Background: an optimization exercise with open tools, aiming at small area. Do not read the settings as production practice. Only simulation tests tie the RTL to the original design; equivalence was not proved. Power is estimated from default activity; no workload was simulated.

<file path="design.v">
package ex_isa_pkg;
    typedef logic [31:0] word_t;        
    typedef logic [4:0]  reg_idx_t;     
    typedef logic [4:0]  shamt_t;       
    typedef logic [6:0]  opcode_t;      
    typedef logic [2:0]  funct3_t;      
    typedef logic [6:0]  funct7_t;      
    localparam opcode_t OPC_OP     = 7'b0110011;     
    localparam opcode_t OPC_OP_IMM = 7'b0010011;     
    localparam opcode_t OPC_LUI    = 7'b0110111;     
    localparam opcode_t OPC_AUIPC  = 7'b0010111;     
    localparam opcode_t OPC_BRANCH = 7'b1100011;     
    localparam opcode_t OPC_JAL    = 7'b1101111;     
    localparam opcode_t OPC_JALR   = 7'b1100111;     
    localparam funct3_t F3_ADD  = 3'b000;     
    localparam funct3_t F3_SLL  = 3'b001;     
    localparam funct3_t F3_SLT  = 3'b010;     
    localparam funct3_t F3_SLTU = 3'b011;     
    localparam funct3_t F3_XOR  = 3'b100;
    localparam funct3_t F3_SR   = 3'b101;     
    localparam funct3_t F3_OR   = 3'b110;
    localparam funct3_t F3_AND  = 3'b111;
    localparam funct3_t F3_BEQ  = 3'b000;
    localparam funct3_t F3_BNE  = 3'b001;
    localparam funct3_t F3_BLT  = 3'b100;
    localparam funct3_t F3_BGE  = 3'b101;
    localparam funct3_t F3_BLTU = 3'b110;
    localparam funct3_t F3_BGEU = 3'b111;
    localparam funct3_t F3_JALR = 3'b000;     
    localparam funct7_t FUNCT7_BASE = 7'b0000000;     
    localparam funct7_t FUNCT7_ALT  = 7'b0100000;     
    localparam word_t INSTR_BYTES = 32'd4;     
endpackage
package ex_ctrl_pkg;
    typedef enum logic [3:0] {
        ALU_ADD,
        ALU_SUB,
        ALU_SLL,
        ALU_SLT,      
        ALU_SLTU,     
        ALU_XOR,
        ALU_SRL,
        ALU_SRA,      
        ALU_OR,
        ALU_AND
    } alu_op_e;
    typedef enum logic [1:0] {
        OPA_RS1,      
        OPA_PC,       
        OPA_ZERO      
    } opa_sel_e;
    typedef enum logic {
        OPB_RS2,
        OPB_IMM
    } opb_sel_e;
    typedef enum logic [3:0] {
        BR_NONE,      
        BR_EQ,
        BR_NE,
        BR_LT,
        BR_GE,
        BR_LTU,
        BR_GEU,
        BR_JAL,       
        BR_JALR       
    } br_cond_e;
    typedef enum logic {
        RES_ALU,
        RES_LINK      
    } res_sel_e;
endpackage
module ex_add32 (input logic [31:0] a, input logic [31:0] b, input logic ci, output logic [31:0] s, output logic co);
    logic [31:0] p0;
    assign p0 = a ^ b;
    logic g_0_0;  assign g_0_0 = ci;
    logic g_1_1, p_1_1;  assign g_1_1 = a[0] & b[0];  assign p_1_1 = p0[0];
    logic g_2_2, p_2_2;  assign g_2_2 = a[1] & b[1];  assign p_2_2 = p0[1];
    logic g_3_3, p_3_3;  assign g_3_3 = a[2] & b[2];  assign p_3_3 = p0[2];
    logic g_4_4, p_4_4;  assign g_4_4 = a[3] & b[3];  assign p_4_4 = p0[3];
    logic g_5_5, p_5_5;  assign g_5_5 = a[4] & b[4];  assign p_5_5 = p0[4];
    logic g_6_6, p_6_6;  assign g_6_6 = a[5] & b[5];  assign p_6_6 = p0[5];
    logic g_7_7, p_7_7;  assign g_7_7 = a[6] & b[6];  assign p_7_7 = p0[6];
    logic g_8_8, p_8_8;  assign g_8_8 = a[7] & b[7];  assign p_8_8 = p0[7];
    logic g_9_9, p_9_9;  assign g_9_9 = a[8] & b[8];  assign p_9_9 = p0[8];
    logic g_10_10, p_10_10;  assign g_10_10 = a[9] & b[9];  assign p_10_10 = p0[9];
    logic g_11_11, p_11_11;  assign g_11_11 = a[10] & b[10];  assign p_11_11 = p0[10];
    logic g_12_12, p_12_12;  assign g_12_12 = a[11] & b[11];  assign p_12_12 = p0[11];
    logic g_13_13, p_13_13;  assign g_13_13 = a[12] & b[12];  assign p_13_13 = p0[12];
    logic g_14_14, p_14_14;  assign g_14_14 = a[13] & b[13];  assign p_14_14 = p0[13];
    logic g_15_15, p_15_15;  assign g_15_15 = a[14] & b[14];  assign p_15_15 = p0[14];
    logic g_16_16, p_16_16;  assign g_16_16 = a[15] & b[15];  assign p_16_16 = p0[15];
    logic g_17_17, p_17_17;  assign g_17_17 = a[16] & b[16];  assign p_17_17 = p0[16];
    logic g_18_18, p_18_18;  assign g_18_18 = a[17] & b[17];  assign p_18_18 = p0[17];
    logic g_19_19, p_19_19;  assign g_19_19 = a[18] & b[18];  assign p_19_19 = p0[18];
    logic g_20_20, p_20_20;  assign g_20_20 = a[19] & b[19];  assign p_20_20 = p0[19];
    logic g_21_21, p_21_21;  assign g_21_21 = a[20] & b[20];  assign p_21_21 = p0[20];
    logic g_22_22, p_22_22;  assign g_22_22 = a[21] & b[21];  assign p_22_22 = p0[21];
    logic g_23_23, p_23_23;  assign g_23_23 = a[22] & b[22];  assign p_23_23 = p0[22];
    logic g_24_24, p_24_24;  assign g_24_24 = a[23] & b[23];  assign p_24_24 = p0[23];
    logic g_25_25, p_25_25;  assign g_25_25 = a[24] & b[24];  assign p_25_25 = p0[24];
    logic g_26_26, p_26_26;  assign g_26_26 = a[25] & b[25];  assign p_26_26 = p0[25];
    logic g_27_27, p_27_27;  assign g_27_27 = a[26] & b[26];  assign p_27_27 = p0[26];
    logic g_28_28, p_28_28;  assign g_28_28 = a[27] & b[27];  assign p_28_28 = p0[27];
    logic g_29_29, p_29_29;  assign g_29_29 = a[28] & b[28];  assign p_29_29 = p0[28];
    logic g_30_30, p_30_30;  assign g_30_30 = a[29] & b[29];  assign p_30_30 = p0[29];
    logic g_31_31, p_31_31;  assign g_31_31 = a[30] & b[30];  assign p_31_31 = p0[30];
    logic g_32_32, p_32_32;  assign g_32_32 = a[31] & b[31];  assign p_32_32 = p0[31];
    logic g_1_0;  assign g_1_0 = g_1_1 | (p_1_1 & g_0_0);
    logic g_2_0;  assign g_2_0 = g_2_2 | (p_2_2 & g_1_0);
    logic g_4_3;  assign g_4_3 = g_4_4 | (p_4_4 & g_3_3);
    logic p_4_3;  assign p_4_3 = p_4_4 & p_3_3;
    logic g_6_5;  assign g_6_5 = g_6_6 | (p_6_6 & g_5_5);
    logic p_6_5;  assign p_6_5 = p_6_6 & p_5_5;
    logic g_8_7;  assign g_8_7 = g_8_8 | (p_8_8 & g_7_7);
    logic p_8_7;  assign p_8_7 = p_8_8 & p_7_7;
    logic g_10_9;  assign g_10_9 = g_10_10 | (p_10_10 & g_9_9);
    logic p_10_9;  assign p_10_9 = p_10_10 & p_9_9;
    logic g_12_11;  assign g_12_11 = g_12_12 | (p_12_12 & g_11_11);
    logic p_12_11;  assign p_12_11 = p_12_12 & p_11_11;
    logic g_14_13;  assign g_14_13 = g_14_14 | (p_14_14 & g_13_13);
    logic p_14_13;  assign p_14_13 = p_14_14 & p_13_13;
    logic g_16_15;  assign g_16_15 = g_16_16 | (p_16_16 & g_15_15);
    logic p_16_15;  assign p_16_15 = p_16_16 & p_15_15;
    logic g_18_17;  assign g_18_17 = g_18_18 | (p_18_18 & g_17_17);
    logic p_18_17;  assign p_18_17 = p_18_18 & p_17_17;
    logic g_20_19;  assign g_20_19 = g_20_20 | (p_20_20 & g_19_19);
    logic p_20_19;  assign p_20_19 = p_20_20 & p_19_19;
    logic g_22_21;  assign g_22_21 = g_22_22 | (p_22_22 & g_21_21);
    logic p_22_21;  assign p_22_21 = p_22_22 & p_21_21;
    logic g_24_23;  assign g_24_23 = g_24_24 | (p_24_24 & g_23_23);
    logic p_24_23;  assign p_24_23 = p_24_24 & p_23_23;
    logic g_26_25;  assign g_26_25 = g_26_26 | (p_26_26 & g_25_25);
    logic p_26_25;  assign p_26_25 = p_26_26 & p_25_25;
    logic g_28_27;  assign g_28_27 = g_28_28 | (p_28_28 & g_27_27);
    logic p_28_27;  assign p_28_27 = p_28_28 & p_27_27;
    logic g_30_29;  assign g_30_29 = g_30_30 | (p_30_30 & g_29_29);
    logic p_30_29;  assign p_30_29 = p_30_30 & p_29_29;
    logic g_32_31;  assign g_32_31 = g_32_32 | (p_32_32 & g_31_31);
    logic p_32_31;  assign p_32_31 = p_32_32 & p_31_31;
    logic g_5_3;  assign g_5_3 = g_5_5 | (p_5_5 & g_4_3);
    logic p_5_3;  assign p_5_3 = p_5_5 & p_4_3;
    logic g_6_3;  assign g_6_3 = g_6_5 | (p_6_5 & g_4_3);
    logic p_6_3;  assign p_6_3 = p_6_5 & p_4_3;
    logic g_9_7;  assign g_9_7 = g_9_9 | (p_9_9 & g_8_7);
    logic p_9_7;  assign p_9_7 = p_9_9 & p_8_7;
    logic g_10_7;  assign g_10_7 = g_10_9 | (p_10_9 & g_8_7);
    logic p_10_7;  assign p_10_7 = p_10_9 & p_8_7;
    logic g_13_11;  assign g_13_11 = g_13_13 | (p_13_13 & g_12_11);
    logic p_13_11;  assign p_13_11 = p_13_13 & p_12_11;
    logic g_14_11;  assign g_14_11 = g_14_13 | (p_14_13 & g_12_11);
    logic p_14_11;  assign p_14_11 = p_14_13 & p_12_11;
    logic g_17_15;  assign g_17_15 = g_17_17 | (p_17_17 & g_16_15);
    logic p_17_15;  assign p_17_15 = p_17_17 & p_16_15;
    logic g_18_15;  assign g_18_15 = g_18_17 | (p_18_17 & g_16_15);
    logic p_18_15;  assign p_18_15 = p_18_17 & p_16_15;
    logic g_21_19;  assign g_21_19 = g_21_21 | (p_21_21 & g_20_19);
    logic p_21_19;  assign p_21_19 = p_21_21 & p_20_19;
    logic g_22_19;  assign g_22_19 = g_22_21 | (p_22_21 & g_20_19);
    logic p_22_19;  assign p_22_19 = p_22_21 & p_20_19;
    logic g_25_23;  assign g_25_23 = g_25_25 | (p_25_25 & g_24_23);
    logic p_25_23;  assign p_25_23 = p_25_25 & p_24_23;
    logic g_26_23;  assign g_26_23 = g_26_25 | (p_26_25 & g_24_23);
    logic p_26_23;  assign p_26_23 = p_26_25 & p_24_23;
    logic g_29_27;  assign g_29_27 = g_29_29 | (p_29_29 & g_28_27);
    logic p_29_27;  assign p_29_27 = p_29_29 & p_28_27;
    logic g_30_27;  assign g_30_27 = g_30_29 | (p_30_29 & g_28_27);
    logic p_30_27;  assign p_30_27 = p_30_29 & p_28_27;
    logic g_7_3;  assign g_7_3 = g_7_7 | (p_7_7 & g_6_3);
    logic p_7_3;  assign p_7_3 = p_7_7 & p_6_3;
    logic g_8_3;  assign g_8_3 = g_8_7 | (p_8_7 & g_6_3);
    logic p_8_3;  assign p_8_3 = p_8_7 & p_6_3;
    logic g_9_3;  assign g_9_3 = g_9_7 | (p_9_7 & g_6_3);
    logic p_9_3;  assign p_9_3 = p_9_7 & p_6_3;
    logic g_10_3;  assign g_10_3 = g_10_7 | (p_10_7 & g_6_3);
    logic p_10_3;  assign p_10_3 = p_10_7 & p_6_3;
    logic g_15_11;  assign g_15_11 = g_15_15 | (p_15_15 & g_14_11);
    logic p_15_11;  assign p_15_11 = p_15_15 & p_14_11;
    logic g_16_11;  assign g_16_11 = g_16_15 | (p_16_15 & g_14_11);
    logic p_16_11;  assign p_16_11 = p_16_15 & p_14_11;
    logic g_17_11;  assign g_17_11 = g_17_15 | (p_17_15 & g_14_11);
    logic p_17_11;  assign p_17_11 = p_17_15 & p_14_11;
    logic g_18_11;  assign g_18_11 = g_18_15 | (p_18_15 & g_14_11);
    logic p_18_11;  assign p_18_11 = p_18_15 & p_14_11;
    logic g_23_19;  assign g_23_19 = g_23_23 | (p_23_23 & g_22_19);
    logic p_23_19;  assign p_23_19 = p_23_23 & p_22_19;
    logic g_24_19;  assign g_24_19 = g_24_23 | (p_24_23 & g_22_19);
    logic p_24_19;  assign p_24_19 = p_24_23 & p_22_19;
    logic g_25_19;  assign g_25_19 = g_25_23 | (p_25_23 & g_22_19);
    logic p_25_19;  assign p_25_19 = p_25_23 & p_22_19;
    logic g_26_19;  assign g_26_19 = g_26_23 | (p_26_23 & g_22_19);
    logic p_26_19;  assign p_26_19 = p_26_23 & p_22_19;
    logic g_31_27;  assign g_31_27 = g_31_31 | (p_31_31 & g_30_27);
    logic p_31_27;  assign p_31_27 = p_31_31 & p_30_27;
    logic g_32_27;  assign g_32_27 = g_32_31 | (p_32_31 & g_30_27);
    logic p_32_27;  assign p_32_27 = p_32_31 & p_30_27;
    logic g_11_3;  assign g_11_3 = g_11_11 | (p_11_11 & g_10_3);
    logic p_11_3;  assign p_11_3 = p_11_11 & p_10_3;
    logic g_12_3;  assign g_12_3 = g_12_11 | (p_12_11 & g_10_3);
    logic p_12_3;  assign p_12_3 = p_12_11 & p_10_3;
    logic g_13_3;  assign g_13_3 = g_13_11 | (p_13_11 & g_10_3);
    logic p_13_3;  assign p_13_3 = p_13_11 & p_10_3;
    logic g_14_3;  assign g_14_3 = g_14_11 | (p_14_11 & g_10_3);
    logic p_14_3;  assign p_14_3 = p_14_11 & p_10_3;
    logic g_15_3;  assign g_15_3 = g_15_11 | (p_15_11 & g_10_3);
    logic p_15_3;  assign p_15_3 = p_15_11 & p_10_3;
    logic g_16_3;  assign g_16_3 = g_16_11 | (p_16_11 & g_10_3);
    logic p_16_3;  assign p_16_3 = p_16_11 & p_10_3;
    logic g_17_3;  assign g_17_3 = g_17_11 | (p_17_11 & g_10_3);
    logic p_17_3;  assign p_17_3 = p_17_11 & p_10_3;
    logic g_18_3;  assign g_18_3 = g_18_11 | (p_18_11 & g_10_3);
    logic p_18_3;  assign p_18_3 = p_18_11 & p_10_3;
    logic g_27_19;  assign g_27_19 = g_27_27 | (p_27_27 & g_26_19);
    logic p_27_19;  assign p_27_19 = p_27_27 & p_26_19;
    logic g_28_19;  assign g_28_19 = g_28_27 | (p_28_27 & g_26_19);
    logic p_28_19;  assign p_28_19 = p_28_27 & p_26_19;
    logic g_29_19;  assign g_29_19 = g_29_27 | (p_29_27 & g_26_19);
    logic p_29_19;  assign p_29_19 = p_29_27 & p_26_19;
    logic g_30_19;  assign g_30_19 = g_30_27 | (p_30_27 & g_26_19);
    logic p_30_19;  assign p_30_19 = p_30_27 & p_26_19;
    logic g_31_19;  assign g_31_19 = g_31_27 | (p_31_27 & g_26_19);
    logic p_31_19;  assign p_31_19 = p_31_27 & p_26_19;
    logic g_32_19;  assign g_32_19 = g_32_27 | (p_32_27 & g_26_19);
    logic p_32_19;  assign p_32_19 = p_32_27 & p_26_19;
    logic g_19_3;  assign g_19_3 = g_19_19 | (p_19_19 & g_18_3);
    logic p_19_3;  assign p_19_3 = p_19_19 & p_18_3;
    logic g_20_3;  assign g_20_3 = g_20_19 | (p_20_19 & g_18_3);
    logic p_20_3;  assign p_20_3 = p_20_19 & p_18_3;
    logic g_21_3;  assign g_21_3 = g_21_19 | (p_21_19 & g_18_3);
    logic p_21_3;  assign p_21_3 = p_21_19 & p_18_3;
    logic g_22_3;  assign g_22_3 = g_22_19 | (p_22_19 & g_18_3);
    logic p_22_3;  assign p_22_3 = p_22_19 & p_18_3;
    logic g_23_3;  assign g_23_3 = g_23_19 | (p_23_19 & g_18_3);
    logic p_23_3;  assign p_23_3 = p_23_19 & p_18_3;
    logic g_24_3;  assign g_24_3 = g_24_19 | (p_24_19 & g_18_3);
    logic p_24_3;  assign p_24_3 = p_24_19 & p_18_3;
    logic g_25_3;  assign g_25_3 = g_25_19 | (p_25_19 & g_18_3);
    logic p_25_3;  assign p_25_3 = p_25_19 & p_18_3;
    logic g_26_3;  assign g_26_3 = g_26_19 | (p_26_19 & g_18_3);
    logic p_26_3;  assign p_26_3 = p_26_19 & p_18_3;
    logic g_27_3;  assign g_27_3 = g_27_19 | (p_27_19 & g_18_3);
    logic p_27_3;  assign p_27_3 = p_27_19 & p_18_3;
    logic g_28_3;  assign g_28_3 = g_28_19 | (p_28_19 & g_18_3);
    logic p_28_3;  assign p_28_3 = p_28_19 & p_18_3;
    logic g_29_3;  assign g_29_3 = g_29_19 | (p_29_19 & g_18_3);
    logic p_29_3;  assign p_29_3 = p_29_19 & p_18_3;
    logic g_30_3;  assign g_30_3 = g_30_19 | (p_30_19 & g_18_3);
    logic p_30_3;  assign p_30_3 = p_30_19 & p_18_3;
    logic g_31_3;  assign g_31_3 = g_31_19 | (p_31_19 & g_18_3);
    logic p_31_3;  assign p_31_3 = p_31_19 & p_18_3;
    logic g_32_3;  assign g_32_3 = g_32_19 | (p_32_19 & g_18_3);
    logic p_32_3;  assign p_32_3 = p_32_19 & p_18_3;
    logic g_3_0;  assign g_3_0 = g_3_3 | (p_3_3 & g_2_0);
    logic g_4_0;  assign g_4_0 = g_4_3 | (p_4_3 & g_2_0);
    logic g_5_0;  assign g_5_0 = g_5_3 | (p_5_3 & g_2_0);
    logic g_6_0;  assign g_6_0 = g_6_3 | (p_6_3 & g_2_0);
    logic g_7_0;  assign g_7_0 = g_7_3 | (p_7_3 & g_2_0);
    logic g_8_0;  assign g_8_0 = g_8_3 | (p_8_3 & g_2_0);
    logic g_9_0;  assign g_9_0 = g_9_3 | (p_9_3 & g_2_0);
    logic g_10_0;  assign g_10_0 = g_10_3 | (p_10_3 & g_2_0);
    logic g_11_0;  assign g_11_0 = g_11_3 | (p_11_3 & g_2_0);
    logic g_12_0;  assign g_12_0 = g_12_3 | (p_12_3 & g_2_0);
    logic g_13_0;  assign g_13_0 = g_13_3 | (p_13_3 & g_2_0);
    logic g_14_0;  assign g_14_0 = g_14_3 | (p_14_3 & g_2_0);
    logic g_15_0;  assign g_15_0 = g_15_3 | (p_15_3 & g_2_0);
    logic g_16_0;  assign g_16_0 = g_16_3 | (p_16_3 & g_2_0);
    logic g_17_0;  assign g_17_0 = g_17_3 | (p_17_3 & g_2_0);
    logic g_18_0;  assign g_18_0 = g_18_3 | (p_18_3 & g_2_0);
    logic g_19_0;  assign g_19_0 = g_19_3 | (p_19_3 & g_2_0);
    logic g_20_0;  assign g_20_0 = g_20_3 | (p_20_3 & g_2_0);
    logic g_21_0;  assign g_21_0 = g_21_3 | (p_21_3 & g_2_0);
    logic g_22_0;  assign g_22_0 = g_22_3 | (p_22_3 & g_2_0);
    logic g_23_0;  assign g_23_0 = g_23_3 | (p_23_3 & g_2_0);
    logic g_24_0;  assign g_24_0 = g_24_3 | (p_24_3 & g_2_0);
    logic g_25_0;  assign g_25_0 = g_25_3 | (p_25_3 & g_2_0);
    logic g_26_0;  assign g_26_0 = g_26_3 | (p_26_3 & g_2_0);
    logic g_27_0;  assign g_27_0 = g_27_3 | (p_27_3 & g_2_0);
    logic g_28_0;  assign g_28_0 = g_28_3 | (p_28_3 & g_2_0);
    logic g_29_0;  assign g_29_0 = g_29_3 | (p_29_3 & g_2_0);
    logic g_30_0;  assign g_30_0 = g_30_3 | (p_30_3 & g_2_0);
    logic g_31_0;  assign g_31_0 = g_31_3 | (p_31_3 & g_2_0);
    logic g_32_0;  assign g_32_0 = g_32_3 | (p_32_3 & g_2_0);
    assign s[0] = p0[0] ^ g_0_0;
    assign s[1] = p0[1] ^ g_1_0;
    assign s[2] = p0[2] ^ g_2_0;
    assign s[3] = p0[3] ^ g_3_0;
    assign s[4] = p0[4] ^ g_4_0;
    assign s[5] = p0[5] ^ g_5_0;
    assign s[6] = p0[6] ^ g_6_0;
    assign s[7] = p0[7] ^ g_7_0;
    assign s[8] = p0[8] ^ g_8_0;
    assign s[9] = p0[9] ^ g_9_0;
    assign s[10] = p0[10] ^ g_10_0;
    assign s[11] = p0[11] ^ g_11_0;
    assign s[12] = p0[12] ^ g_12_0;
    assign s[13] = p0[13] ^ g_13_0;
    assign s[14] = p0[14] ^ g_14_0;
    assign s[15] = p0[15] ^ g_15_0;
    assign s[16] = p0[16] ^ g_16_0;
    assign s[17] = p0[17] ^ g_17_0;
    assign s[18] = p0[18] ^ g_18_0;
    assign s[19] = p0[19] ^ g_19_0;
    assign s[20] = p0[20] ^ g_20_0;
    assign s[21] = p0[21] ^ g_21_0;
    assign s[22] = p0[22] ^ g_22_0;
    assign s[23] = p0[23] ^ g_23_0;
    assign s[24] = p0[24] ^ g_24_0;
    assign s[25] = p0[25] ^ g_25_0;
    assign s[26] = p0[26] ^ g_26_0;
    assign s[27] = p0[27] ^ g_27_0;
    assign s[28] = p0[28] ^ g_28_0;
    assign s[29] = p0[29] ^ g_29_0;
    assign s[30] = p0[30] ^ g_30_0;
    assign s[31] = p0[31] ^ g_31_0;
    assign co = g_32_0;
endmodule
module ex_add11 (input logic [10:0] a, input logic [10:0] b, input logic ci, output logic [10:0] s, output logic co);
    logic [10:0] p0;
    assign p0 = a ^ b;
    logic g_0_0;  assign g_0_0 = ci;
    logic g_1_1, p_1_1;  assign g_1_1 = a[0] & b[0];  assign p_1_1 = p0[0];
    logic g_2_2, p_2_2;  assign g_2_2 = a[1] & b[1];  assign p_2_2 = p0[1];
    logic g_3_3, p_3_3;  assign g_3_3 = a[2] & b[2];  assign p_3_3 = p0[2];
    logic g_4_4, p_4_4;  assign g_4_4 = a[3] & b[3];  assign p_4_4 = p0[3];
    logic g_5_5, p_5_5;  assign g_5_5 = a[4] & b[4];  assign p_5_5 = p0[4];
    logic g_6_6, p_6_6;  assign g_6_6 = a[5] & b[5];  assign p_6_6 = p0[5];
    logic g_7_7, p_7_7;  assign g_7_7 = a[6] & b[6];  assign p_7_7 = p0[6];
    logic g_8_8, p_8_8;  assign g_8_8 = a[7] & b[7];  assign p_8_8 = p0[7];
    logic g_9_9, p_9_9;  assign g_9_9 = a[8] & b[8];  assign p_9_9 = p0[8];
    logic g_10_10, p_10_10;  assign g_10_10 = a[9] & b[9];  assign p_10_10 = p0[9];
    logic g_11_11, p_11_11;  assign g_11_11 = a[10] & b[10];  assign p_11_11 = p0[10];
    logic g_1_0;  assign g_1_0 = g_1_1 | (p_1_1 & g_0_0);
    logic g_3_2;  assign g_3_2 = g_3_3 | (p_3_3 & g_2_2);
    logic p_3_2;  assign p_3_2 = p_3_3 & p_2_2;
    logic g_5_4;  assign g_5_4 = g_5_5 | (p_5_5 & g_4_4);
    logic p_5_4;  assign p_5_4 = p_5_5 & p_4_4;
    logic g_7_6;  assign g_7_6 = g_7_7 | (p_7_7 & g_6_6);
    logic p_7_6;  assign p_7_6 = p_7_7 & p_6_6;
    logic g_9_8;  assign g_9_8 = g_9_9 | (p_9_9 & g_8_8);
    logic p_9_8;  assign p_9_8 = p_9_9 & p_8_8;
    logic g_11_10;  assign g_11_10 = g_11_11 | (p_11_11 & g_10_10);
    logic p_11_10;  assign p_11_10 = p_11_11 & p_10_10;
    logic g_2_0;  assign g_2_0 = g_2_2 | (p_2_2 & g_1_0);
    logic g_3_0;  assign g_3_0 = g_3_2 | (p_3_2 & g_1_0);
    logic g_6_4;  assign g_6_4 = g_6_6 | (p_6_6 & g_5_4);
    logic p_6_4;  assign p_6_4 = p_6_6 & p_5_4;
    logic g_7_4;  assign g_7_4 = g_7_6 | (p_7_6 & g_5_4);
    logic p_7_4;  assign p_7_4 = p_7_6 & p_5_4;
    logic g_10_8;  assign g_10_8 = g_10_10 | (p_10_10 & g_9_8);
    logic p_10_8;  assign p_10_8 = p_10_10 & p_9_8;
    logic g_11_8;  assign g_11_8 = g_11_10 | (p_11_10 & g_9_8);
    logic p_11_8;  assign p_11_8 = p_11_10 & p_9_8;
    logic g_4_0;  assign g_4_0 = g_4_4 | (p_4_4 & g_3_0);
    logic g_5_0;  assign g_5_0 = g_5_4 | (p_5_4 & g_3_0);
    logic g_6_0;  assign g_6_0 = g_6_4 | (p_6_4 & g_3_0);
    logic g_7_0;  assign g_7_0 = g_7_4 | (p_7_4 & g_3_0);
    logic g_8_0;  assign g_8_0 = g_8_8 | (p_8_8 & g_7_0);
    logic g_9_0;  assign g_9_0 = g_9_8 | (p_9_8 & g_7_0);
    logic g_10_0;  assign g_10_0 = g_10_8 | (p_10_8 & g_7_0);
    logic g_11_0;  assign g_11_0 = g_11_8 | (p_11_8 & g_7_0);
    assign s[0] = p0[0] ^ g_0_0;
    assign s[1] = p0[1] ^ g_1_0;
    assign s[2] = p0[2] ^ g_2_0;
    assign s[3] = p0[3] ^ g_3_0;
    assign s[4] = p0[4] ^ g_4_0;
    assign s[5] = p0[5] ^ g_5_0;
    assign s[6] = p0[6] ^ g_6_0;
    assign s[7] = p0[7] ^ g_7_0;
    assign s[8] = p0[8] ^ g_8_0;
    assign s[9] = p0[9] ^ g_9_0;
    assign s[10] = p0[10] ^ g_10_0;
    assign co = g_11_0;
endmodule
module ex_top (
    input  logic        clk,
    input  logic        reset,
    input  logic        in_valid,
    input  logic [31:0] pc,
    input  logic [31:0] instr,
    input  logic [31:0] rs1_data,
    input  logic [31:0] rs2_data,
    output logic        out_valid,
    output logic [31:0] result,
    output logic [4:0]  rd,
    output logic        rd_write,
    output logic        redirect,
    output logic        illegal,
    output logic [31:0] target
);
    logic [6:0] op;
    logic [2:0] f3;
    logic [6:0] f7;
    assign op = instr[6:0];
    assign f3 = instr[14:12];
    assign f7 = instr[31:25];
    logic is_op, is_opi, is_lui, is_auipc, is_br, is_jal, is_jalr;
    logic base, alt, legal, writes;
    assign is_op    = (op == 7'b0110011);
    assign is_opi   = (op == 7'b0010011);
    assign is_lui   = (op == 7'b0110111);
    assign is_auipc = (op == 7'b0010111);
    assign is_br    = (op == 7'b1100011);
    assign is_jal   = (op == 7'b1101111);
    assign is_jalr  = (op == 7'b1100111);
    assign base     = (f7 == 7'b0000000);
    assign alt      = (f7 == 7'b0100000);
    always_comb begin
        legal = 1'b0;
        if (is_op)
            legal = base || (alt && (f3 == 3'b000 || f3 == 3'b101));
        else if (is_opi)
            legal = (f3 == 3'b001) ? base : (f3 == 3'b101) ? (base || alt) : 1'b1;
        else if (is_lui || is_auipc || is_jal)
            legal = 1'b1;
        else if (is_br)
            legal = (f3[2:1] != 2'b01);
        else if (is_jalr)
            legal = (f3 == 3'b000);
    end
    assign writes = !is_br;
    logic jump, use_pc, use_rs1, use_rev, use_rs2, is_u, is_j, is_i, alu_mode, sub;
    assign jump     = instr[6] & instr[2];                   
    assign is_u     = instr[4] & instr[2];                   
    assign is_j     = instr[3];                              
    assign is_i     = !is_u && !is_j;                        
    assign alu_mode = instr[4] & !instr[2];                  
    assign use_pc   = instr[3] | (is_u & !instr[5]);         
    assign use_rev  = alu_mode & (f3 == 3'b001);             
    assign use_rs1  = (!instr[2] | (instr[6] & !instr[3])) & !use_rev;   
    assign use_rs2  = instr[5] & !instr[2];                  
    assign sub      = (!instr[4] & !instr[2]) | (alu_mode & ((f3[2:1] == 2'b01) |
                                               (instr[5] & f3 == 3'b000 & instr[30])));
    logic [31:0] imm_a, rs1_rev, opa, opb, opbx;
    assign imm_a[0]     = is_i & instr[20];
    assign imm_a[10:1]  = is_u ? 10'b0 : instr[30:21];
    assign imm_a[11]    = is_i ? instr[31] : (is_j & instr[20]);
    assign imm_a[19:12] = is_i ? {8{instr[31]}} : instr[19:12];
    assign imm_a[30:20] = is_u ? instr[30:20] : {11{instr[31]}};
    assign imm_a[31]    = instr[31];
    for (genvar i = 0; i < 32; i++) begin : g_rev
        assign rs1_rev[i] = rs1_data[31-i];
    end
    assign opa  = (rs1_data & {32{use_rs1}}) | (pc & {32{use_pc}}) | (rs1_rev & {32{use_rev}});
    assign opb  = use_rs2 ? rs2_data : imm_a;
    assign opbx = opb ^ {32{sub}};
    logic [31:0] suma, p, g;
    logic        carry;
    ex_add32 i_adda (.a(opa), .b(opbx), .ci(sub), .s(suma), .co(carry));
    assign p = opa ^ opbx;
    assign g = opa & opbx;
    logic ltu, lt, eq;
    assign ltu = !carry;
    assign lt  = ltu ^ opa[31] ^ opb[31];
    assign eq  = &p;
    logic        fill;
    logic [4:0]  shamt;
    logic [31:0] s0, s1, s2, s3, s4, shr;
    assign fill  = instr[30] & opa[31];
    assign shamt = opb[4:0];
    for (genvar i = 0; i < 32; i++) begin : g_sh
        assign s0[i]  = shamt[4] ? ((i < 16) ? opa[i+16] : fill) : opa[i];
        assign s1[i]  = shamt[3] ? ((i < 24) ? s0[i+8]   : fill) : s0[i];
        assign s2[i]  = shamt[2] ? ((i < 28) ? s1[i+4]   : fill) : s1[i];
        assign s3[i]  = shamt[1] ? ((i < 30) ? s2[i+2]   : fill) : s2[i];
        assign s4[i]  = shamt[0] ? ((i < 31) ? s3[i+1]   : fill) : s3[i];
        assign shr[i] = s4[i];
    end
    logic sel_add, sel_sll, sel_sr, sel_p, sel_g, sel_slt;
    assign sel_add = !alu_mode | (f3 == 3'b000);
    assign sel_sll = alu_mode & (f3 == 3'b001);
    assign sel_sr  = alu_mode & (f3 == 3'b101);
    assign sel_slt = alu_mode & (f3[2:1] == 2'b01);
    assign sel_p   = alu_mode & (f3 == 3'b100 || f3 == 3'b110);     
    assign sel_g   = alu_mode & (f3[2:1] == 2'b11);                 
    logic [31:0] alu_out;
    logic        slt_bit;
    assign slt_bit = f3[0] ? ltu : lt;
    for (genvar i = 0; i < 32; i++) begin : g_res
        assign alu_out[i] = (suma[i] & sel_add) | (p[i] & sel_p) | (g[i] & sel_g) |
                            (shr[i] & sel_sr) | (shr[31-i] & sel_sll) |
                            ((i == 0) & slt_bit & sel_slt);
    end
    logic        is_b, sgn, c12;
    logic [11:1] immb;
    logic [31:0] sumb;
    logic [31:12] xb, pxb;
    assign is_b       = !instr[2];
    assign immb[1]    = is_b & instr[8];
    assign immb[2]    = is_b ? instr[9] : 1'b1;
    assign immb[4:3]  = {2{is_b}} & instr[11:10];
    assign immb[10:5] = {6{is_b}} & instr[30:25];
    assign immb[11]   = is_b & instr[7];
    assign sgn        = is_b & instr[31];
    assign sumb[0]    = pc[0];
    ex_add11 i_addb (.a(pc[11:1]), .b(immb[11:1]), .ci(1'b0), .s(sumb[11:1]), .co(c12));
    assign xb = pc[31:12] ^ {20{sgn}};
    assign pxb[12] = 1'b1;
    for (genvar i = 13; i < 32; i++) begin : g_pxb
        assign pxb[i] = pxb[i-1] & xb[i-1];
    end
    assign sumb[31:12] = pc[31:12] ^ ({20{c12 ^ sgn}} & pxb);
    logic taken, cond;
    assign cond  = f3[2] ? (f3[1] ? ltu : lt) : eq;
    assign taken = cond ^ f3[0];
    logic        rd_write_d, redirect_d;
    logic [31:0] result_d, target_d;
    assign rd_write_d = legal && writes && (instr[11:7] != 5'd0);
    assign redirect_d = legal && (jump || (is_br && taken));
    assign result_d   = jump ? sumb : alu_out;
    assign target_d   = jump ? {suma[31:1], suma[0] & instr[3]} : sumb;
    always_ff @(posedge clk) begin
        if (reset) begin
            out_valid <= 1'b0;
            rd_write  <= 1'b0;
            redirect  <= 1'b0;
            illegal   <= 1'b0;
        end else begin
            out_valid <= in_valid;
            rd_write  <= in_valid && rd_write_d;
            redirect  <= in_valid && redirect_d;
            illegal   <= in_valid && !legal;
        end
    end
    always_ff @(posedge clk) begin
        result <= result_d;
        rd     <= instr[11:7];
        target <= target_d;
    end
endmodule
</file>
<file path="flow/run.sh">
#!/bin/bash
# The standard layout (standard.sh) with settings that save area:
# - synthesis maps with abc_area.script (three rounds of choice computation and
#   area-recovering mapping) instead of ORFS's area script; everything else in
#   the ORFS scripts is unchanged,
# - port buffers from the smallest buffer cell,
# - synthesis buffers removed at floorplan, non-critical gates downsized after
#   global routing,
# - clock tree from clkbuf_8 without dummy loads.
set -euo pipefail
rm -rf scripts_abc
cp -r "$FLOW_HOME/scripts" scripts_abc
cp flow/abc_area.script scripts_abc/abc_area.script
cat >> "$FLOW_CONFIG" <<'EOC'
export BUFFER_PORTS_ARGS = -buffer_cell sky130_fd_sc_hd__buf_1
export REMOVE_ABC_BUFFERS = 1
export RECOVER_POWER = 100
export CTS_ARGS = -sink_clustering_enable -repair_clock_nets -buf_list sky130_fd_sc_hd__clkbuf_8 -dont_use_dummy_load -sink_clustering_size 25 -sink_clustering_max_diameter 80
EOC
SCRIPTS_DIR="$PWD/scripts_abc" bash standard.sh > standard.log 2>&1
</file>
<file path="flow/abc_area.script">
strash
&get -n
&dch
&nf -p
&st
&dch
&nf -p
&st
&dch
&nf -p
&put
buffer -c
topo
stime -c
upsize -c
dnsize -c
</file>
<file path="standard.sh">
#!/bin/bash
# synth_recipe.tcl (not shown) runs the flow's synth.tcl, then flattens the netlist and writes it again
# the make line also repeats each setting of config.mk as NAME=value (left out here)
make -C /OpenROAD-flow-scripts/flow DESIGN_CONFIG=/design/flow/config.mk WORK_HOME=/design/flow/orfs CLKGATE_MAP_FILE= SYNTH_SCRIPT=/design/flow/synth_recipe.tcl "${@:-finish}"
</file>
<file path="config.mk">
export PLATFORM = sky130hd
export DESIGN_NAME = ex_top
export DESIGN_NICKNAME = ex_top
export VERILOG_FILES = /design/flow/design.v
export SDC_FILE = /design/flow/constraint.sdc
export NUM_CORES = 4
export LEC_CHECK = 0
export ABC_AREA = 1
export CAP_MARGIN = 0
export CORE_MARGIN = 2
export CORE_UTILIZATION = 60
export GPL_TIMING_DRIVEN = 0
export SLEW_MARGIN = 0
export BUFFER_PORTS_ARGS = -buffer_cell sky130_fd_sc_hd__buf_1
export REMOVE_ABC_BUFFERS = 1
export RECOVER_POWER = 100
export CTS_ARGS = -sink_clustering_enable -repair_clock_nets -buf_list sky130_fd_sc_hd__clkbuf_8 -dont_use_dummy_load -sink_clustering_size 25 -sink_clustering_max_diameter 80
</file>
<file path="constraint.sdc">
create_clock -name core_clock -period 7.0 [get_ports {clk}]
set_input_delay 1.4000 -clock core_clock [delete_from_list [all_inputs] [get_ports {clk}]]
set_output_delay 1.4000 -clock core_clock [all_outputs]
set_load 0.01 [all_outputs]
</file>
==> impl_metrics.yaml, run 1 <==
route:
  drt_first_iter_violations: 1413
  wl_per_cell_um: 21.8
  ant_nets: 0
  firstDrtPassIters: 6
  drt-total-wl_um: 31900
  via_count: 9899
  routed_via_density: 6.76
  drc: 0
timing:
  drv_slew: 0
  finalSetupTns_ns: 0
  finalSetupViolCount: 0
  tightest_slew_ns: 1.16
  rsz0062_at_grt: "no"
  min_period_ns: 6.75
  hold_viol: 0
  final.period_utilization_pct: 96.5
  clock.fmax_mhz: 148
  slew_headroom_pct: 22.4
hold_path:
  worstHoldPathType: "input pin to register"
  hold_start: "instr[10]"
  hold_end: "rd[3]"
  whs_path_depth: 1
power:
  vdd_drop_max_mv: 0.140
  power.leakage_nw: 3.84
  powerDensity_nw_per_um2: 217
yosys:
  yosys.cell_types.count: 67
  synth_seq_area_share_pct: 17.6
  synth_xor_area_share_pct: 9.89
  synth_commonest_cells: "153 x nand2_1, 109 x a21oi_1, 105 x o21ai_0, 91 x nor2_1, 80 x mux2i_1"
  synth_top_area_cell: "dfxtp_1"
  synthArstFlopShare_pct: 0
  ys_warn_count: 1
  synth-edff-count: 0
  ys_ff_latch: 73
  synth.avg_cell_area_um2: 7.27
  synth_fa_ha_area_share_pct: 7.67
  syn_inst: 1144
  synth-main-ff-cell: "dfxtp_1"
  synth.most_common_cell: "nand2_1"
  synth_simple_gate_area_share_pct: 18.4
  yosys-mux-area-fraction_pct: 10.2
  synth_top_area_share_pct: 17.6
  synth_top_family_by_area: "compound AO/OA/AOI/OAI gates"
  syn_area_um2: 8320
  synth.top_cells.by_area: "dfxtp_1 18%, mux2i_1 9.6%, nand2_1 6.9%"
  synth_compound_area_share_pct: 31.1
run:
  maxCapViolCount: 0
floorplan:
  ioPinCount: 204
  initial_utilization_pct: 60.7
  die_h_um: 122
  core_region_area_um2: 13700
  chipWidth_um: 122
  die_area_um2: 14800
  row_count: 43
placed_design:
  place_congestion: 1.01
  dp_hpwl_um: 24600
  io_buffers: 203
  placed_area_um2: 9250
  placed_cells_incl_taps: 1455
final_layout:
  postLayoutCoreUtil_pct: 68.7
  nets: 1466
  design_area_um2: 9420
  drive_gt1_share_pct: 4.90
  nFillCells: 1220
  syn_to_final_growth_pct: 13.2
  diodes: 0
  instances_no_fill: 1465
setup_path:
  worstPathMaxFanout: 30
  worst-setup-path-type: "input pin to register"
  critPathMaxStageDelay_ns: 0.67
  crit_path_end_kind: "register"
  arrival_ns: 6.98
  cp_slowest_cell: "and2_2"
  worstPathCellList: "clkbuf_1, nor2b_2, and2_2, a222oi_1, inv_1, o21ai_0, fa_1, nand3b_1, a21bo_2, a21oi_1, o21ai_0, a21boi_0, o21bai_2, a21boi_0, o21ai_0, a311oi_1, nor3_1, o21ai_0, a21oi_1"
  cp.required_ns: 7.22
  critPathLaunchType: "input pin"
  cp_common_cell: "o21ai_0"
clock_tree:
  numClockSinks: 73
  clockBufferDepth: 2
  clk_pin_slew_ns: 0.08
  cts_tree: "built"
  numCtsBuffers: 9
  cts-root-buf: "clkbuf_8"
  holdBufCountCts: 0
  htreeDepth: 3
global_routing:
  grt_max_degree: 79
  grt_pass1_vias: 8604
  overflow: 0
  grtUsageTotal_pct: 41.8
  grt_antenna_before_repair: 0
  grt_pass1_wl_um: 47200
status:
  status: "timing/DRC/antenna clean"
cell families (layout without fill, tap and decap cells):
family                   Yosys count  after routing
flip-flops                        73             73
buffers and inverters            108            249
XOR/XNOR                          94             94
AO/OA/AOI/OAI                    393            393
multiplexers                      84             84
AND/OR/NAND/NOR                  344            344
adder cells (fa/ha/maj)           48             48
state kept, by name (all words and copies together) (netlist names):
| register | count |
|---|---|
| illegal | 1 |
| out_valid | 1 |
| rd | 5 |
| rd_write | 1 |
| redirect | 1 |
| result | 32 |
| target | 32 |
per-stage QoR:
step | hold WS [ns] | total power, W | worst slack (ns)
final | 1.18 | 0.00205 | 0.246
after global routing | 1.17 | 0.00217 | 0.0391
after CTS | 1.17 | 0.00202 | 0.0126
after detailed placement | 1.55 | 0.00175 | -1.22
after global placement | 1.54 | 0.00172 | -3.44
after floorplan | 1.43 | 0.00137 | -0.591
layout by cell type (no fill, tap or decap), types with 12 or more instances in the layout:
cell,n
a211oi_1,12
a21o_1,14
a21oi_1,107
a221oi_1,28
a222oi_1,14
a22oi_1,35
buf_1,201
dfxtp_1,73
ha_1,43
inv_1,23
mux2i_1,80
nand2_1,152
nand3_1,12
nor2_1,88
nor2b_1,13
o21ai_0,105
xnor2_1,62
xor2_1,32
worst max-delay path, delay by kind of cell:
kind | cells | cell delay (ns)
buffers and inverters | 2 | 0.50
AO/OA/AOI/OAI | 12 | 3.12
adder cells (fa/ha/maj) | 1 | 0.52
AND/OR/NAND/NOR | 4 | 1.43
worst max path at each step:
stage,startpoint,endpoint,cells past startpoint
after detailed placement,instr[2],redirect,19
after global routing,instr[12],redirect,19
after CTS,instr[12],redirect,20
after floorplan,instr[2],redirect,18
final,instr[12],redirect,19
after global placement,instr[2],redirect,19
per-layer routing:
metal  wire (um)  part of all wire (%)  track usage [%]
met4        1590                   5.0             20.2
met5           0                     0                0
met3        3730                    12             9.22
met2       13900                    44             64.5
met1       12700                    40             55.2
repair_timing:
action	in CTS	in global routing
buffers inserted	0	1
pin swaps	0	1
setup endpoints to repair	27	5
gates resized for setup	7	8
area by class of cell:
class / instances / area, um2 / area share (%)
Sequential cell: 73 / 1460 / 15.5
Clock buffer: 9 / 124 / 1.31
Inverter: 23 / 86.3 / 0.916
Timing Repair Buffer: 217 / 1000 / 10.6
Tap cell: 180 / 225 / 2.39
Multi-Input combinational cell: 963 / 6530 / 69.3
power breakdown:
part           total [W]  leakage [nW]  switching [W]  internal, W
sequential      0.000553         0.615      0.0000276     0.000526
clock           0.000269        0.0647       0.000154     0.000115
combinational    0.00123          3.16       0.000769     0.000457
total            0.00205          3.84       0.000951      0.00110
==> run 2: changes to the inputs <==
--- a/design.v
+++ b/design.v
@@ -108,12 +108,12 @@
     logic g_1_0;  assign g_1_0 = g_1_1 | (p_1_1 & g_0_0);
     logic g_2_0;  assign g_2_0 = g_2_2 | (p_2_2 & g_1_0);
-    logic g_4_3;  assign g_4_3 = g_4_4 | (p_4_4 & g_3_3);
-    logic p_4_3;  assign p_4_3 = p_4_4 & p_3_3;
-    logic g_6_5;  assign g_6_5 = g_6_6 | (p_6_6 & g_5_5);
-    logic p_6_5;  assign p_6_5 = p_6_6 & p_5_5;
-    logic g_8_7;  assign g_8_7 = g_8_8 | (p_8_8 & g_7_7);
-    logic p_8_7;  assign p_8_7 = p_8_8 & p_7_7;
-    logic g_10_9;  assign g_10_9 = g_10_10 | (p_10_10 & g_9_9);
-    logic p_10_9;  assign p_10_9 = p_10_10 & p_9_9;
+    logic g_3_0;  assign g_3_0 = g_3_3 | (p_3_3 & g_2_0);
+    logic g_4_0;  assign g_4_0 = g_4_4 | (p_4_4 & g_3_0);
+    logic g_5_0;  assign g_5_0 = g_5_5 | (p_5_5 & g_4_0);
+    logic g_6_0;  assign g_6_0 = g_6_6 | (p_6_6 & g_5_0);
+    logic g_7_0;  assign g_7_0 = g_7_7 | (p_7_7 & g_6_0);
+    logic g_8_0;  assign g_8_0 = g_8_8 | (p_8_8 & g_7_0);
+    logic g_9_0;  assign g_9_0 = g_9_9 | (p_9_9 & g_8_0);
+    logic g_10_0;  assign g_10_0 = g_10_10 | (p_10_10 & g_9_0);
     logic g_12_11;  assign g_12_11 = g_12_12 | (p_12_12 & g_11_11);
     logic p_12_11;  assign p_12_11 = p_12_12 & p_11_11;
@@ -138,12 +138,4 @@
     logic g_32_31;  assign g_32_31 = g_32_32 | (p_32_32 & g_31_31);
     logic p_32_31;  assign p_32_31 = p_32_32 & p_31_31;
-    logic g_5_3;  assign g_5_3 = g_5_5 | (p_5_5 & g_4_3);
-    logic p_5_3;  assign p_5_3 = p_5_5 & p_4_3;
-    logic g_6_3;  assign g_6_3 = g_6_5 | (p_6_5 & g_4_3);
-    logic p_6_3;  assign p_6_3 = p_6_5 & p_4_3;
-    logic g_9_7;  assign g_9_7 = g_9_9 | (p_9_9 & g_8_7);
-    logic p_9_7;  assign p_9_7 = p_9_9 & p_8_7;
-    logic g_10_7;  assign g_10_7 = g_10_9 | (p_10_9 & g_8_7);
-    logic p_10_7;  assign p_10_7 = p_10_9 & p_8_7;
     logic g_13_11;  assign g_13_11 = g_13_13 | (p_13_13 & g_12_11);
     logic p_13_11;  assign p_13_11 = p_13_13 & p_12_11;
@@ -166,12 +158,4 @@
     logic g_30_27;  assign g_30_27 = g_30_29 | (p_30_29 & g_28_27);
     logic p_30_27;  assign p_30_27 = p_30_29 & p_28_27;
-    logic g_7_3;  assign g_7_3 = g_7_7 | (p_7_7 & g_6_3);
-    logic p_7_3;  assign p_7_3 = p_7_7 & p_6_3;
-    logic g_8_3;  assign g_8_3 = g_8_7 | (p_8_7 & g_6_3);
-    logic p_8_3;  assign p_8_3 = p_8_7 & p_6_3;
-    logic g_9_3;  assign g_9_3 = g_9_7 | (p_9_7 & g_6_3);
-    logic p_9_3;  assign p_9_3 = p_9_7 & p_6_3;
-    logic g_10_3;  assign g_10_3 = g_10_7 | (p_10_7 & g_6_3);
-    logic p_10_3;  assign p_10_3 = p_10_7 & p_6_3;
     logic g_15_11;  assign g_15_11 = g_15_15 | (p_15_15 & g_14_11);
     logic p_15_11;  assign p_15_11 = p_15_15 & p_14_11;
@@ -194,90 +178,54 @@
     logic g_32_27;  assign g_32_27 = g_32_31 | (p_32_31 & g_30_27);
     logic p_32_27;  assign p_32_27 = p_32_31 & p_30_27;
-    logic g_11_3;  assign g_11_3 = g_11_11 | (p_11_11 & g_10_3);
-    logic p_11_3;  assign p_11_3 = p_11_11 & p_10_3;
-    logic g_12_3;  assign g_12_3 = g_12_11 | (p_12_11 & g_10_3);
-    logic p_12_3;  assign p_12_3 = p_12_11 & p_10_3;
-    logic g_13_3;  assign g_13_3 = g_13_11 | (p_13_11 & g_10_3);
-    logic p_13_3;  assign p_13_3 = p_13_11 & p_10_3;
-    logic g_14_3;  assign g_14_3 = g_14_11 | (p_14_11 & g_10_3);
-    logic p_14_3;  assign p_14_3 = p_14_11 & p_10_3;
-    logic g_15_3;  assign g_15_3 = g_15_11 | (p_15_11 & g_10_3);
-    logic p_15_3;  assign p_15_3 = p_15_11 & p_10_3;
-    logic g_16_3;  assign g_16_3 = g_16_11 | (p_16_11 & g_10_3);
-    logic p_16_3;  assign p_16_3 = p_16_11 & p_10_3;
-    logic g_17_3;  assign g_17_3 = g_17_11 | (p_17_11 & g_10_3);
-    logic p_17_3;  assign p_17_3 = p_17_11 & p_10_3;
-    logic g_18_3;  assign g_18_3 = g_18_11 | (p_18_11 & g_10_3);
-    logic p_18_3;  assign p_18_3 = p_18_11 & p_10_3;
-    logic g_27_19;  assign g_27_19 = g_27_27 | (p_27_27 & g_26_19);
-    logic p_27_19;  assign p_27_19 = p_27_27 & p_26_19;
-    logic g_28_19;  assign g_28_19 = g_28_27 | (p_28_27 & g_26_19);
-    logic p_28_19;  assign p_28_19 = p_28_27 & p_26_19;
-    logic g_29_19;  assign g_29_19 = g_29_27 | (p_29_27 & g_26_19);
-    logic p_29_19;  assign p_29_19 = p_29_27 & p_26_19;
-    logic g_30_19;  assign g_30_19 = g_30_27 | (p_30_27 & g_26_19);
-    logic p_30_19;  assign p_30_19 = p_30_27 & p_26_19;
-    logic g_31_19;  assign g_31_19 = g_31_27 | (p_31_27 & g_26_19);
-    logic p_31_19;  assign p_31_19 = p_31_27 & p_26_19;
-    logic g_32_19;  assign g_32_19 = g_32_27 | (p_32_27 & g_26_19);
-    logic p_32_19;  assign p_32_19 = p_32_27 & p_26_19;
-    logic g_19_3;  assign g_19_3 = g_19_19 | (p_19_19 & g_18_3);
-    logic p_19_3;  assign p_19_3 = p_19_19 & p_18_3;
-    logic g_20_3;  assign g_20_3 = g_20_19 | (p_20_19 & g_18_3);
-    logic p_20_3;  assign p_20_3 = p_20_19 & p_18_3;
-    logic g_21_3;  assign g_21_3 = g_21_19 | (p_21_19 & g_18_3);
-    logic p_21_3;  assign p_21_3 = p_21_19 & p_18_3;
-    logic g_22_3;  assign g_22_3 = g_22_19 | (p_22_19 & g_18_3);
-    logic p_22_3;  assign p_22_3 = p_22_19 & p_18_3;
-    logic g_23_3;  assign g_23_3 = g_23_19 | (p_23_19 & g_18_3);
-    logic p_23_3;  assign p_23_3 = p_23_19 & p_18_3;
-    logic g_24_3;  assign g_24_3 = g_24_19 | (p_24_19 & g_18_3);
-    logic p_24_3;  assign p_24_3 = p_24_19 & p_18_3;
-    logic g_25_3;  assign g_25_3 = g_25_19 | (p_25_19 & g_18_3);
-    logic p_25_3;  assign p_25_3 = p_25_19 & p_18_3;
-    logic g_26_3;  assign g_26_3 = g_26_19 | (p_26_19 & g_18_3);
-    logic p_26_3;  assign p_26_3 = p_26_19 & p_18_3;
-    logic g_27_3;  assign g_27_3 = g_27_19 | (p_27_19 & g_18_3);
-    logic p_27_3;  assign p_27_3 = p_27_19 & p_18_3;
-    logic g_28_3;  assign g_28_3 = g_28_19 | (p_28_19 & g_18_3);
-    logic p_28_3;  assign p_28_3 = p_28_19 & p_18_3;
-    logic g_29_3;  assign g_29_3 = g_29_19 | (p_29_19 & g_18_3);
-    logic p_29_3;  assign p_29_3 = p_29_19 & p_18_3;
-    logic g_30_3;  assign g_30_3 = g_30_19 | (p_30_19 & g_18_3);
-    logic p_30_3;  assign p_30_3 = p_30_19 & p_18_3;
-    logic g_31_3;  assign g_31_3 = g_31_19 | (p_31_19 & g_18_3);
-    logic p_31_3;  assign p_31_3 = p_31_19 & p_18_3;
-    logic g_32_3;  assign g_32_3 = g_32_19 | (p_32_19 & g_18_3);
-    logic p_32_3;  assign p_32_3 = p_32_19 & p_18_3;
-    logic g_3_0;  assign g_3_0 = g_3_3 | (p_3_3 & g_2_0);
-    logic g_4_0;  assign g_4_0 = g_4_3 | (p_4_3 & g_2_0);
-    logic g_5_0;  assign g_5_0 = g_5_3 | (p_5_3 & g_2_0);
-    logic g_6_0;  assign g_6_0 = g_6_3 | (p_6_3 & g_2_0);
-    logic g_7_0;  assign g_7_0 = g_7_3 | (p_7_3 & g_2_0);
-    logic g_8_0;  assign g_8_0 = g_8_3 | (p_8_3 & g_2_0);
-    logic g_9_0;  assign g_9_0 = g_9_3 | (p_9_3 & g_2_0);
-    logic g_10_0;  assign g_10_0 = g_10_3 | (p_10_3 & g_2_0);
-    logic g_11_0;  assign g_11_0 = g_11_3 | (p_11_3 & g_2_0);
-    logic g_12_0;  assign g_12_0 = g_12_3 | (p_12_3 & g_2_0);
-    logic g_13_0;  assign g_13_0 = g_13_3 | (p_13_3 & g_2_0);
-    logic g_14_0;  assign g_14_0 = g_14_3 | (p_14_3 & g_2_0);
-    logic g_15_0;  assign g_15_0 = g_15_3 | (p_15_3 & g_2_0);
-    logic g_16_0;  assign g_16_0 = g_16_3 | (p_16_3 & g_2_0);
-    logic g_17_0;  assign g_17_0 = g_17_3 | (p_17_3 & g_2_0);
-    logic g_18_0;  assign g_18_0 = g_18_3 | (p_18_3 & g_2_0);
-    logic g_19_0;  assign g_19_0 = g_19_3 | (p_19_3 & g_2_0);
-    logic g_20_0;  assign g_20_0 = g_20_3 | (p_20_3 & g_2_0);
-    logic g_21_0;  assign g_21_0 = g_21_3 | (p_21_3 & g_2_0);
-    logic g_22_0;  assign g_22_0 = g_22_3 | (p_22_3 & g_2_0);
-    logic g_23_0;  assign g_23_0 = g_23_3 | (p_23_3 & g_2_0);
-    logic g_24_0;  assign g_24_0 = g_24_3 | (p_24_3 & g_2_0);
-    logic g_25_0;  assign g_25_0 = g_25_3 | (p_25_3 & g_2_0);
-    logic g_26_0;  assign g_26_0 = g_26_3 | (p_26_3 & g_2_0);
-    logic g_27_0;  assign g_27_0 = g_27_3 | (p_27_3 & g_2_0);
-    logic g_28_0;  assign g_28_0 = g_28_3 | (p_28_3 & g_2_0);
-    logic g_29_0;  assign g_29_0 = g_29_3 | (p_29_3 & g_2_0);
-    logic g_30_0;  assign g_30_0 = g_30_3 | (p_30_3 & g_2_0);
-    logic g_31_0;  assign g_31_0 = g_31_3 | (p_31_3 & g_2_0);
-    logic g_32_0;  assign g_32_0 = g_32_3 | (p_32_3 & g_2_0);
+    logic g_19_11;  assign g_19_11 = g_19_19 | (p_19_19 & g_18_11);
+    logic p_19_11;  assign p_19_11 = p_19_19 & p_18_11;
+    logic g_20_11;  assign g_20_11 = g_20_19 | (p_20_19 & g_18_11);
+    logic p_20_11;  assign p_20_11 = p_20_19 & p_18_11;
+    logic g_21_11;  assign g_21_11 = g_21_19 | (p_21_19 & g_18_11);
+    logic p_21_11;  assign p_21_11 = p_21_19 & p_18_11;
+    logic g_22_11;  assign g_22_11 = g_22_19 | (p_22_19 & g_18_11);
+    logic p_22_11;  assign p_22_11 = p_22_19 & p_18_11;
+    logic g_23_11;  assign g_23_11 = g_23_19 | (p_23_19 & g_18_11);
+    logic p_23_11;  assign p_23_11 = p_23_19 & p_18_11;
+    logic g_24_11;  assign g_24_11 = g_24_19 | (p_24_19 & g_18_11);
+    logic p_24_11;  assign p_24_11 = p_24_19 & p_18_11;
+    logic g_25_11;  assign g_25_11 = g_25_19 | (p_25_19 & g_18_11);
+    logic p_25_11;  assign p_25_11 = p_25_19 & p_18_11;
+    logic g_26_11;  assign g_26_11 = g_26_19 | (p_26_19 & g_18_11);
+    logic p_26_11;  assign p_26_11 = p_26_19 & p_18_11;
+    logic g_27_11;  assign g_27_11 = g_27_27 | (p_27_27 & g_26_11);
+    logic p_27_11;  assign p_27_11 = p_27_27 & p_26_11;
+    logic g_28_11;  assign g_28_11 = g_28_27 | (p_28_27 & g_26_11);
+    logic p_28_11;  assign p_28_11 = p_28_27 & p_26_11;
+    logic g_29_11;  assign g_29_11 = g_29_27 | (p_29_27 & g_26_11);
+    logic p_29_11;  assign p_29_11 = p_29_27 & p_26_11;
+    logic g_30_11;  assign g_30_11 = g_30_27 | (p_30_27 & g_26_11);
+    logic p_30_11;  assign p_30_11 = p_30_27 & p_26_11;
+    logic g_31_11;  assign g_31_11 = g_31_27 | (p_31_27 & g_26_11);
+    logic p_31_11;  assign p_31_11 = p_31_27 & p_26_11;
+    logic g_32_11;  assign g_32_11 = g_32_27 | (p_32_27 & g_26_11);
+    logic p_32_11;  assign p_32_11 = p_32_27 & p_26_11;
+    logic g_11_0;  assign g_11_0 = g_11_11 | (p_11_11 & g_10_0);
+    logic g_12_0;  assign g_12_0 = g_12_11 | (p_12_11 & g_10_0);
+    logic g_13_0;  assign g_13_0 = g_13_11 | (p_13_11 & g_10_0);
+    logic g_14_0;  assign g_14_0 = g_14_11 | (p_14_11 & g_10_0);
+    logic g_15_0;  assign g_15_0 = g_15_11 | (p_15_11 & g_10_0);
+    logic g_16_0;  assign g_16_0 = g_16_11 | (p_16_11 & g_10_0);
+    logic g_17_0;  assign g_17_0 = g_17_11 | (p_17_11 & g_10_0);
+    logic g_18_0;  assign g_18_0 = g_18_11 | (p_18_11 & g_10_0);
+    logic g_19_0;  assign g_19_0 = g_19_11 | (p_19_11 & g_10_0);
+    logic g_20_0;  assign g_20_0 = g_20_11 | (p_20_11 & g_10_0);
+    logic g_21_0;  assign g_21_0 = g_21_11 | (p_21_11 & g_10_0);
+    logic g_22_0;  assign g_22_0 = g_22_11 | (p_22_11 & g_10_0);
+    logic g_23_0;  assign g_23_0 = g_23_11 | (p_23_11 & g_10_0);
+    logic g_24_0;  assign g_24_0 = g_24_11 | (p_24_11 & g_10_0);
+    logic g_25_0;  assign g_25_0 = g_25_11 | (p_25_11 & g_10_0);
+    logic g_26_0;  assign g_26_0 = g_26_11 | (p_26_11 & g_10_0);
+    logic g_27_0;  assign g_27_0 = g_27_11 | (p_27_11 & g_10_0);
+    logic g_28_0;  assign g_28_0 = g_28_11 | (p_28_11 & g_10_0);
+    logic g_29_0;  assign g_29_0 = g_29_11 | (p_29_11 & g_10_0);
+    logic g_30_0;  assign g_30_0 = g_30_11 | (p_30_11 & g_10_0);
+    logic g_31_0;  assign g_31_0 = g_31_11 | (p_31_11 & g_10_0);
+    logic g_32_0;  assign g_32_0 = g_32_11 | (p_32_11 & g_10_0);
     assign s[0] = p0[0] ^ g_0_0;
     assign s[1] = p0[1] ^ g_1_0;
--- a/flow/run.sh
+++ b/flow/run.sh
@@ -1,7 +1,9 @@
 #!/bin/bash
 # The standard layout (standard.sh) with settings that save area:
-# - synthesis maps with abc_area.script (three rounds of choice computation and
-#   area-recovering mapping) instead of ORFS's area script; everything else in
-#   the ORFS scripts is unchanged,
+# - synthesis maps with abc_area.script (choices, delay-oriented mapping, then
+#   area-only standard-cell mapping with mux matching) instead of ORFS's area
+#   script; everything else in the ORFS scripts is unchanged,
+# - no full/half adder cells extracted before ABC (ADDER_MAP_FILE empty), so
+#   ABC maps the adders' gates with the rest of the logic,
 # - port buffers from the smallest buffer cell,
 # - synthesis buffers removed at floorplan, non-critical gates downsized after
@@ -15,4 +17,5 @@
 export BUFFER_PORTS_ARGS = -buffer_cell sky130_fd_sc_hd__buf_1
 export REMOVE_ABC_BUFFERS = 1
+export ADDER_MAP_FILE =
 export RECOVER_POWER = 100
 export CTS_ARGS = -sink_clustering_enable -repair_clock_nets -buf_list sky130_fd_sc_hd__clkbuf_8 -dont_use_dummy_load -sink_clustering_size 25 -sink_clustering_max_diameter 80
==> flow/abc_area.script (replaced) <==
strash
&get -n
&dch
&nf -p
&put
strash
dch
amap -m
buffer -c
topo
stime -c
upsize -c
dnsize -c
--- a/config.mk
+++ b/config.mk
@@ -7,11 +7,12 @@
 export LEC_CHECK = 0
 export ABC_AREA = 1
-export CAP_MARGIN = 0
+export CAP_MARGIN = 20
 export CORE_MARGIN = 2
-export CORE_UTILIZATION = 60
+export CORE_UTILIZATION = 45
 export GPL_TIMING_DRIVEN = 0
-export SLEW_MARGIN = 0
+export SLEW_MARGIN = 20
 export BUFFER_PORTS_ARGS = -buffer_cell sky130_fd_sc_hd__buf_1
 export REMOVE_ABC_BUFFERS = 1
+export ADDER_MAP_FILE =
 export RECOVER_POWER = 100
 export CTS_ARGS = -sink_clustering_enable -repair_clock_nets -buf_list sky130_fd_sc_hd__clkbuf_8 -dont_use_dummy_load -sink_clustering_size 25 -sink_clustering_max_diameter 80
==> impl_metrics.yaml, run 2 <==
yosys:
  synth_commonest_cells: "190 x nor2_1, 137 x o22ai_1, 111 x nand2_1, 103 x o21ai_0, 90 x a21oi_1"
  synth.most_common_cell: "nor2_1"
  ys_warn_count: 1
  synth-edff-count: 0
  synth_top_area_cell: "dfxtp_1"
  synth_top_family_by_area: "compound AO/OA/AOI/OAI gates"
  ys_ff_latch: 73
  syn_inst: 1194
  synth_fa_ha_area_share_pct: 0
  synthArstFlopShare_pct: 0
  yosys.cell_types.count: 63
  yosys-mux-area-fraction_pct: 0
  syn_area_um2: 7620
  synth-main-ff-cell: "dfxtp_1"
  synth_top_area_share_pct: 19.2
  synth_seq_area_share_pct: 19.2
  synth.top_cells.by_area: "dfxtp_1 19%, o22ai_1 11%, nor2_1 9.4%"
  synth_simple_gate_area_share_pct: 21.3
  synth.avg_cell_area_um2: 6.38
  synth_xor_area_share_pct: 0.230
  synth_compound_area_share_pct: 50.1
timing:
  clock.fmax_mhz: 147
  slew_headroom_pct: 28.4
  finalSetupViolCount: 0
  drv_slew: 0
  tightest_slew_ns: 1.07
  hold_viol: 0
  min_period_ns: 6.81
  hold_ws_ns: 1.16
  final.period_utilization_pct: 97.3
route:
  ant_nets: 0
  firstDrtPassIters: 8
  drc: 0
  wl_per_cell_um: 23.0
  drt_first_iter_violations: 1659
  via_count: 10703
  routed_via_density: 6.64
  drt-total-wl_um: 37100
hold_path:
  worstHoldPathType: "input pin to register"
  hold_start: "instr[11]"
  hold_end: "rd[4]"
  whs_path_depth: 1
clock_tree:
  htreeDepth: 3
  numClockSinks: 73
  numCtsBuffers: 9
  cts-root-buf: "clkbuf_8"
  clockBufferDepth: 2
  clk_pin_slew_ns: 0.08
  cts_tree: "built"
final_layout:
  reg_top3: "result: 32 flops, target: 32 flops, rd: 5 flops"
  final_cell_mix: "198 x buf_1, 186 x nor2_1, 137 x o22ai_1"
  final_common_cell: "buf_1"
  syn_to_final_growth_pct: 22.8
  nFillCells: 1739
  diodes: 0
  nets: 1526
  drive_gt1_share_pct: 10.7
floorplan:
  ioPinCount: 204
  core_region_area_um2: 16600
  row_count: 47
  initial_utilization_pct: 46.0
  die_area_um2: 18000
  chipWidth_um: 134
  die_h_um: 134
power:
  power_w: 0.00186
  powerDensity_nw_per_um2: 199
  vdd_drop_max_mv: 0.112
  power.leakage_nw: 3.47
setup_path:
  worstPathMaxFanout: 17
  worst-path-buf-inv: 6
  crit_family: "simple AND/OR/NAND/NOR gates"
  worst-setup-path-type: "input pin to register"
  worstPathCellList: "buf_4, inv_2, nor2_4, clkinvlp_4, buf_4, buf_4, o21ai_2, a222oi_1, inv_1, o21ai_0, or3_1, or3_1, or3_1, nor2_1, nor4_2, o31a_1, or2_1, o31ai_2, nor2_1, a21oi_1, nor2_1, nor4_2, a21oi_1"
  cp.required_ns: 7.25
  crit_path_end_kind: "register"
  critPathMaxStageDelay_ns: 0.80
  critPathLaunchType: "input pin"
  cp_slowest_cell: "o21ai_2"
  arrival_ns: 7.06
placed_design:
  dp_hpwl_um: 26300
  io_buffers: 203
  place_congestion: 0.993
run:
  maxCapViolCount: 0
global_routing:
  overflow: 0
  grt_pass1_wl_um: 54100
  grt_max_degree: 38
  busiest_layer: "met2"
  grt_pass1_vias: 9352
  grt_antenna_before_repair: 0
  grtUsageMet3_pct: 9.07
  met2_usage_pct: 58.9
  grtUsageTotal_pct: 39.5
  use_met1_pct: 52.6
status:
  status: "timing/DRC/antenna clean"
## run 2: changes by cell type in the layout (fill, tap and decap cells not counted), sizes merged, moves of 44 or more
cell / delta
nor2: +106
o22ai: +132
o22a: +44
buf: +44
inv: +67
mux2i: -80
xnor2: -62
## run 2: cells by family (layout without fill, tap and decap cells)
family          Yosys count  in the layout
xor+xnor                  2              2
flops                    73             73
buf+inv                 181            375
compound gates          561            564
simple gates            377            379
## run 2: final cells by class
type | instances | area (um2) | share of cell area [%]
timing repair inverter | 5 | 25.0 | 0.267
inverter | 97 | 390 | 4.17
tap | 220 | 275 | 2.94
multi-input combinational | 945 | 5700 | 60.8
timing repair buffer | 264 | 1390 | 14.8
sequential | 73 | 1460 | 15.6
clock buffer | 9 | 124 | 1.32
## run 2: metrics by stage
step / TNS, ns / util (%) / cells / setup slack [ns] / cell area [um2]
floorplan: -9.58 / - / 1110 / -0.640 / 7280
detailed placement: -64.16 / 52.4 / 1547 / -1.85 / 8700
global route: -0.136 / 56.5 / 1613 / -0.0398 / 9360
CTS: 0 / 54.8 / 1585 / 0.0150 / 9080
global placement: -191.54 / 50.2 / 1533 / -3.56 / 8320
finish: 0 / 56.5 / 1613 / 0.190 / 9360
## run 2: routing by layer
metal | part of all wire (%) | routed length, um | up-vias
met5 | 0 | 0 | -
met4 | 6.6 | 2430 | 0
met3 | 13 | 4880 | 149
met2 | 42 | 15400 | 790
met1 | 39 | 14400 | 4800
li1 | - | - | 4964
## run 2: timing repair
action                     CTS  global route
setup endpoints to repair   47            36
pin swaps                    9            14
hold buffers                 0             0
hold endpoints to repair     0             0
resized for setup           12            19
gates cloned                 9             1
setup buffers               20            27
## run 2: report_power, final
part / internal (W) / total (W) / switching [W]
logic: 0.000371 / 0.00107 / 0.000701
registers: 0.000490 / 0.000508 / 0.0000179
clock network: 0.000115 / 0.000280 / 0.000165
total: 0.000976 / 0.00186 / 0.000884
## run 2: how the worst max path moves through the flow
stage | cells past startpoint | end | start | slack [ns]
finish | 23 | result[29] | instr[2] | 0.19
global route | 27 | result[29] | instr[2] | -0.04
CTS | 30 | result[23] | instr[2] | 0.01
detailed placement | 23 | result[31] | instr[2] | -1.85
global placement | 25 | result[29] | instr[2] | -3.56
floorplan | 22 | result[29] | instr[5] | -0.64

separate check: timing with driven ports:
Ports are ideal in the flow. The routed layouts listed here were re-timed in OpenROAD. Step 1, drivers: a clkbuf_16 drives clk and a buf_2 each remaining input, both assumed. Step 2 moves the port delays by t, midway between the first and last clock arrival at a register: inputs arrive t later, outputs are due t later. That takes back most of the time a late clock gives input paths. Slacks: ideal / step 1 / step 2; pairs: ideal / step 1.
| run | t, ns | slack for setup (ns) | clock arrival spread, ns | worst slew at a driven data input, ns | pins driven straight from the clock port |
|---|---|---|---|---|---|
| run 1 | 0.408 | 0.246 / 0.262 / -0.147 | 0.029 / 0.029 | 0.04 | 1 |
| run 2 | 0.422 | 0.190 / 0.208 / -0.214 | 0.024 / 0.024 | 0.04 | 1 |
With both steps, setup timing fails in run 1 and run 2, where it was met with ideal ports. The setup slack of run 2, which loses most, moves by +0.018 ns with the drivers and by -0.404 ns with both steps.
